This is an optimization exercise on Yosys and OpenROAD, whose aim is small area, a short achievable clock period and few clock cycles per item, not a production implementation. The RTL was checked by simulation tests, not by an equivalence proof against the original design.

==> flow/design.v (outline; a module is shown in full before it is edited, if it fits) <==
// module sri_edge_chk: 35 lines
// module segment_rect_intersect: 11016 lines
module segment_rect_intersect #(
  parameter int unsigned COORD_WIDTH = sri_pkg::COORD_WIDTH_DEFAULT
) (
  input  logic                 clk_i,
  input  logic                 rst_ni,
  input  logic                 in_valid_i,
  output logic                 in_ready_o,
  input  logic signed [COORD_WIDTH-1:0] seg_x1_i,
  input  logic signed [COORD_WIDTH-1:0] seg_y1_i,
  input  logic signed [COORD_WIDTH-1:0] seg_x2_i,
  input  logic signed [COORD_WIDTH-1:0] seg_y2_i,
  input  logic signed [COORD_WIDTH-1:0] rect_left_i,
  input  logic signed [COORD_WIDTH-1:0] rect_top_i,
  input  logic        [COORD_WIDTH-2:0] rect_width_i,
  input  logic        [COORD_WIDTH-2:0] rect_height_i,
  output logic                 out_valid_o,
  input  logic                 out_ready_i,
  output logic                 hit_o
);
  // ...
==> flow/run.sh <==
#!/bin/bash
# synth_recipe.tcl (not shown) runs the flow's synth.tcl, then flattens the netlist and writes it again
# the make line also repeats each setting of config.mk as NAME=value (left out here)
make -C /OpenROAD-flow-scripts/flow DESIGN_CONFIG=/design/flow/config.mk WORK_HOME=/design/flow/orfs CLKGATE_MAP_FILE= SYNTH_SCRIPT=/design/flow/synth_recipe.tcl finish
==> flow/config.mk <==
export PLATFORM = sky130hd
export DESIGN_NAME = segment_rect_intersect
export DESIGN_NICKNAME = segment_rect_intersect
export VERILOG_FILES = /design/flow/design.v
export SDC_FILE = /design/flow/constraint.sdc
export NUM_CORES = 4
export LEC_CHECK = 0
export CAP_MARGIN = 50
export CORE_MARGIN = 2
export CORE_UTILIZATION = 40
export PLACE_DENSITY = 0.45
export SLEW_MARGIN = 70
==> flow/constraint.sdc <==
create_clock -name core_clock -period 8.0 [get_ports {clk_i}]
set_input_delay 1.6000 -clock core_clock [delete_from_list [all_inputs] [get_ports {clk_i}]]
set_output_delay 1.6000 -clock core_clock [all_outputs]
set_load 0.01 [all_outputs]
==> impl_metrics.tcl, run 1 <==
set metrics [dict create \
    outcome "no timing/DRC/antenna violations" \
    met2WireLength_mm 93.2 \
    final-clk-cell-share 0.0411 \
    min_period_over_period 0.511 \
    num_antenna_cells 1 \
    count_of_hold_buffers_inserted_by_post_cts_repair 0 \
    setup_tns_ns 0 \
    post_synth_fa_ha_maj_area_fraction 0.382 \
    synthesis.instances 5950 \
    dominant-cell-class "multi-input gates" \
    core_region_area_um2 142000 \
    ff2ff_path_depth 11 \
    crit_type "in -> reg" \
    number_of_clock_buffers_in_the_layout 101 \
    setup.worst_path.end "qb_44_q" \
    layout.buffer.nonclock.area_share 0.0494 \
    synth_xor_area_frac 0.137 \
    required_ns 8.58 \
    dp_slack_ns 3.09 \
    inv_count 1335 \
    post_route_cells_drive_above_1_share 0.0689 \
    postLayoutCellArea_um2 65000 \
    post-route-util 0.458 \
    hold_path.startpoint "qm2_348_q" \
    post_synth_most_frequent_cells "inv_1 (1319), xnor2_1 (817), ha_1 (684)" \
    ys_seq_area_frac 0.211 \
    cts_max_path_buffers 3 \
    topRoutingLayerUsed "met5" \
    grt-busiest-layer "met2" \
    cts_buffers 76 \
    synthTopCellsByArea "fa_1 (23%), dfxtp_1 (20%), ha_1 (15%)" \
]
Testbench counts, summed over its fixed seeds: cycles 16,040, items 16,000.
==> run 2, diff against run 1 <==
--- a/flow/config.mk
+++ b/flow/config.mk
@@ -9,4 +9,5 @@
 export CORE_MARGIN = 2
 export CORE_UTILIZATION = 40
 export PLACE_DENSITY = 0.45
+export SETUP_SLACK_MARGIN = 4.0
 export SLEW_MARGIN = 70
==> run 2 against run 1 <==
Die area stayed put. Register-to-register slack hardly changed. Final area hardly changed. Critical path depth stayed put. Worst setup slack better by 0.20 ns. Non-clock buffer count is 2 higher. Worst hold slack worse by 0.00052 ns. Still clean on timing, DRC and antenna. Sequential share of layout area hardly changed.
==> impl_metrics.tcl, run 2 <==
set metrics [dict create \
    clock_tree.root_cell "clkbuf_16" \
    drt_first_pass_iters 6 \
    syn2layout_area_growth_pct 13.2 \
    post_synth_most_frequent_cells "inv_1 (1319), xnor2_1 (817), ha_1 (684)" \
    rrSetupSlack_ns 4.15 \
    timing.critical_path.arrival_ns 4.46 \
    wl_met3_mm 15.1 \
    clock.fmax_mhz 257 \
    netlist_area_um2 57400 \
    core_region_area_um2 142000 \
    topRoutingLayerUsed "met5" \
    groute.usage.overall 0.290 \
    wl_per_cell_um 26.7 \
    met2WireLength_mm 94.6 \
    crit_type "in -> reg" \
    timing.final.setup_violations 0 \
    worstHoldEndpoint "qz_494_q" \
    antenna_found_initial 6 \
    cts_buffers 77 \
    synth_edf_count 6 \
    grt_first_pass_wirelength_mm 307 \
    global_route.overflow_total 0 \
    rr_startpoint "dx_q[5]" \
    yosysUniqueCellTypes 82 \
    num_io_pins 133 \
    fillers 13700 \
    clock_sinks 597 \
    detailroute.via_count 41700 \
    die-width_um 383 \
    drt-met1-wl_mm 92.3 \
    routed_wirelength_mm 212 \
    layout_common_cells "inv_1 (1316), xnor2_1 (792), ha_1 (684)" \
    dp_hpwl_mm 157 \
    dr.first_iter.drc_count 3249 \
    ys_seq_elements 597 \
    cts_max_level 3 \
    cp_num_cells 15 \
    min_period_over_period 0.487 \
    finalHoldViolCount 0 \
    timing.critical_path.fanout_max 5 \
    hold_path.startpoint "qm2_348_q" \
    setup_tns_ns 0 \
    fin_ws_ns 4.10 \
    gp_routability_congestion 0.929 \
    initial_core_util 0.404 \
    via_per_instance_ratio 5.24 \
    worst-path-buf-inv 4 \
    path_clk_slew_ns 0.06 \
    fin_hold_ws_ns 0.326 \
    post_route_cells_drive_above_1_share 0.0688 \
    dp_slack_ns 3.26 \
    yosysMostFrequentCell "inv_1" \
    final_net_count 7479 \
    dieArea_um2 146000 \
    crit_chain "clkdlybuf4s50_1 -> inv_1 -> ha_1 -> inv_1 -> fa_2 -> a211oi_4 -> o21bai_4 -> o21ai_4 -> fa_2 -> xor2_2 -> inv_1 -> nand3_1 -> nor2_1 -> or4_1 -> o31a_1" \
    cpLargestDelayFamily "adder cells" \
    synthesis.instances 5950 \
    cp-end-kind "flip-flop" \
    grt_start_max_net_pins 34 \
    synth.yosys.warnings 3 \
    required_ns 8.57 \
    asyncSetResetFlopFracSynth 0.0268 \
    cpPeakStageDelay_ns 0.42 \
    slowest_stage "clkdlybuf4s50_1" \
    max-cap-violations 0 \
    min_delay_path_depth 0 \
    slew_violations 0 \
    ff2ff_path_depth 11 \
    netlist.area_leader.share 0.232 \
    finalCriticalPeriod_ns 3.90 \
    synthTopCellsByArea "fa_1 (23%), dfxtp_1 (20%), ha_1 (15%)" \
    vias_in_the_first_global_route 43500 \
    cts_max_path_buffers 3 \
    worstReg2RegEnd "qtw4_113_q" \
    placement.io_buffers 132 \
    outcome "no timing/DRC/antenna violations" \
    synth_top_cell_by_area "fa_1" \
    maxSlewHeadroom 0.657 \
    post-route-util 0.458 \
    cts_tree "yes" \
    timing.critical_path.mode_cell "inv_1" \
    holdCritPathClass "reg -> reg" \
    grt_setup_unrepaired "yes" \
    worstSetupStartpointType "input pin" \
    drc 0 \
    syn_area_per_cell_um2 9.64 \
    count_of_hold_buffers_inserted_by_post_cts_repair 0 \
    most_common_library_cell_in_the_layout_ignoring_fill_and_taps "inv_1" \
    synth_top_flop_cell "dfxtp_1" \
    ys_seq_area_frac 0.211 \
    rows 138 \
    die_y_um 383 \
    worstMarginPinSlew_ns 0.510 \
    clkLatencyLatePin_ns 0.69 \
    antenna_left 0 \
    synth.net_count 7430 \
    worst_clock_skew_ns 0.0292 \
]
run 2: how the worst max path moves through the flow:
| stage | start | to | slack, ns |
|---|---|---|---|
| 4_1_cts | seg_y1_i[0] | qb_44_q | 4.02 |
| 6_report | seg_y1_i[0] | qb_44_q | 4.10 |
| 3_3_place_gp | seg_y1_i[0] | qb_44_q | 3.23 |
| 3_5_place_dp | seg_y1_i[0] | qb_44_q | 3.26 |
| 2_1_floorplan | seg_y1_i[0] | qb_44_q | 3.96 |
| 5_1_grt | seg_y1_i[0] | qb_44_q | 3.94 |
run 2: timing repair:
item,CTS,global route
pin swaps,1,3
gates resized for setup,2,10
buffers inserted,1,5
endpoints found under the setup margin,2,9
run 2: routing by layer:
metal,global-route usage,vias to the layer above
li1,-,18800
met1,0.387,20700
met2,0.458,1751
met3,0.0543,443
met4,0.127,4
met5,0,-
run 2: worst register-to-register path, cell delays in order, from the launching register on:
cell and delay, ns:
dfxtp_1 0.30, buf_4 0.35, inv_4 0.23, buf_4 0.32, xnor2_1 0.37, fa_1 0.48, fa_1 0.55, inv_1 0.06
fa_1 0.54, inv_1 0.05, fa_1 0.49, inv_1 0.03
run 2: through the flow:
| step | cells | area (um^2) |
|---|---|---|
| 3_3_place_gp | 7772 | 60800 |
| 5_1_grt | 7950 | 64900 |
| 3_5_place_dp | 7797 | 61900 |
| 4_1_cts | 7938 | 64600 |
| 6_report | 7956 | 65000 |
| 2_1_floorplan | 5950 | 57400 |
run 2: kinds of logic after synthesis:
family | after synthesis | synth area share
and+or+nand+nor | 588 | 0.0521
buffers and inverters | 1653 | 0.108
AOI/OAI and AO/OA | 821 | 0.102
adders and majority gates | 1350 | 0.382
muxes | 46 | 0.00829
xor gates and xnor gates | 895 | 0.137
DFF | 597 | 0.211
run 2: cell type report:
class,instances,area (um^2),share of cell area
antenna,6,15.0,0.000231
clock buffer,107,2230,0.0344
clock inverter,33,420,0.00647
inverter,1335,5070,0.0780
multi-input combinational,3700,39600,0.609
sequential,597,12100,0.187
tap,1890,2360,0.0364
timing repair buffer,288,3150,0.0485

==> re-timing with driven ports <==
No port has a modelled driver above. Below, the same layouts with a new extraction and two added sets of constraints. Step 1, drivers: a clkbuf_16 drives clk_i and a buf_2 each remaining input, both assumed. Step 2 adds t to the input delays and takes it off the output delays; t is the mean of the earliest and latest rising clock arrival at the registers after step 1. Input paths then give back, and output paths get back, about the clock's delay inside the block. a / b / c = no drivers / after step 1 / after step 2; a / b = the first two.
| run | t (ns) | setup slack, ns | latest minus earliest clock arrival (ns) | worst slew at a driven data input, ns | cell pins on the clock port's net |
|---|---|---|---|---|---|
| run 1 | 0.752 | 3.908 / 3.966 / 3.214 | 0.044 / 0.044 | 0.07 | 1 |
| run 2 | 0.749 | 4.103 / 4.147 / 3.413 | 0.034 / 0.034 | 0.06 | 1 |
After both steps every run listed still meets setup and hold. For run 1, which loses most, drivers alone change the setup slack by +0.058 ns; drivers and shift together by -0.694 ns.
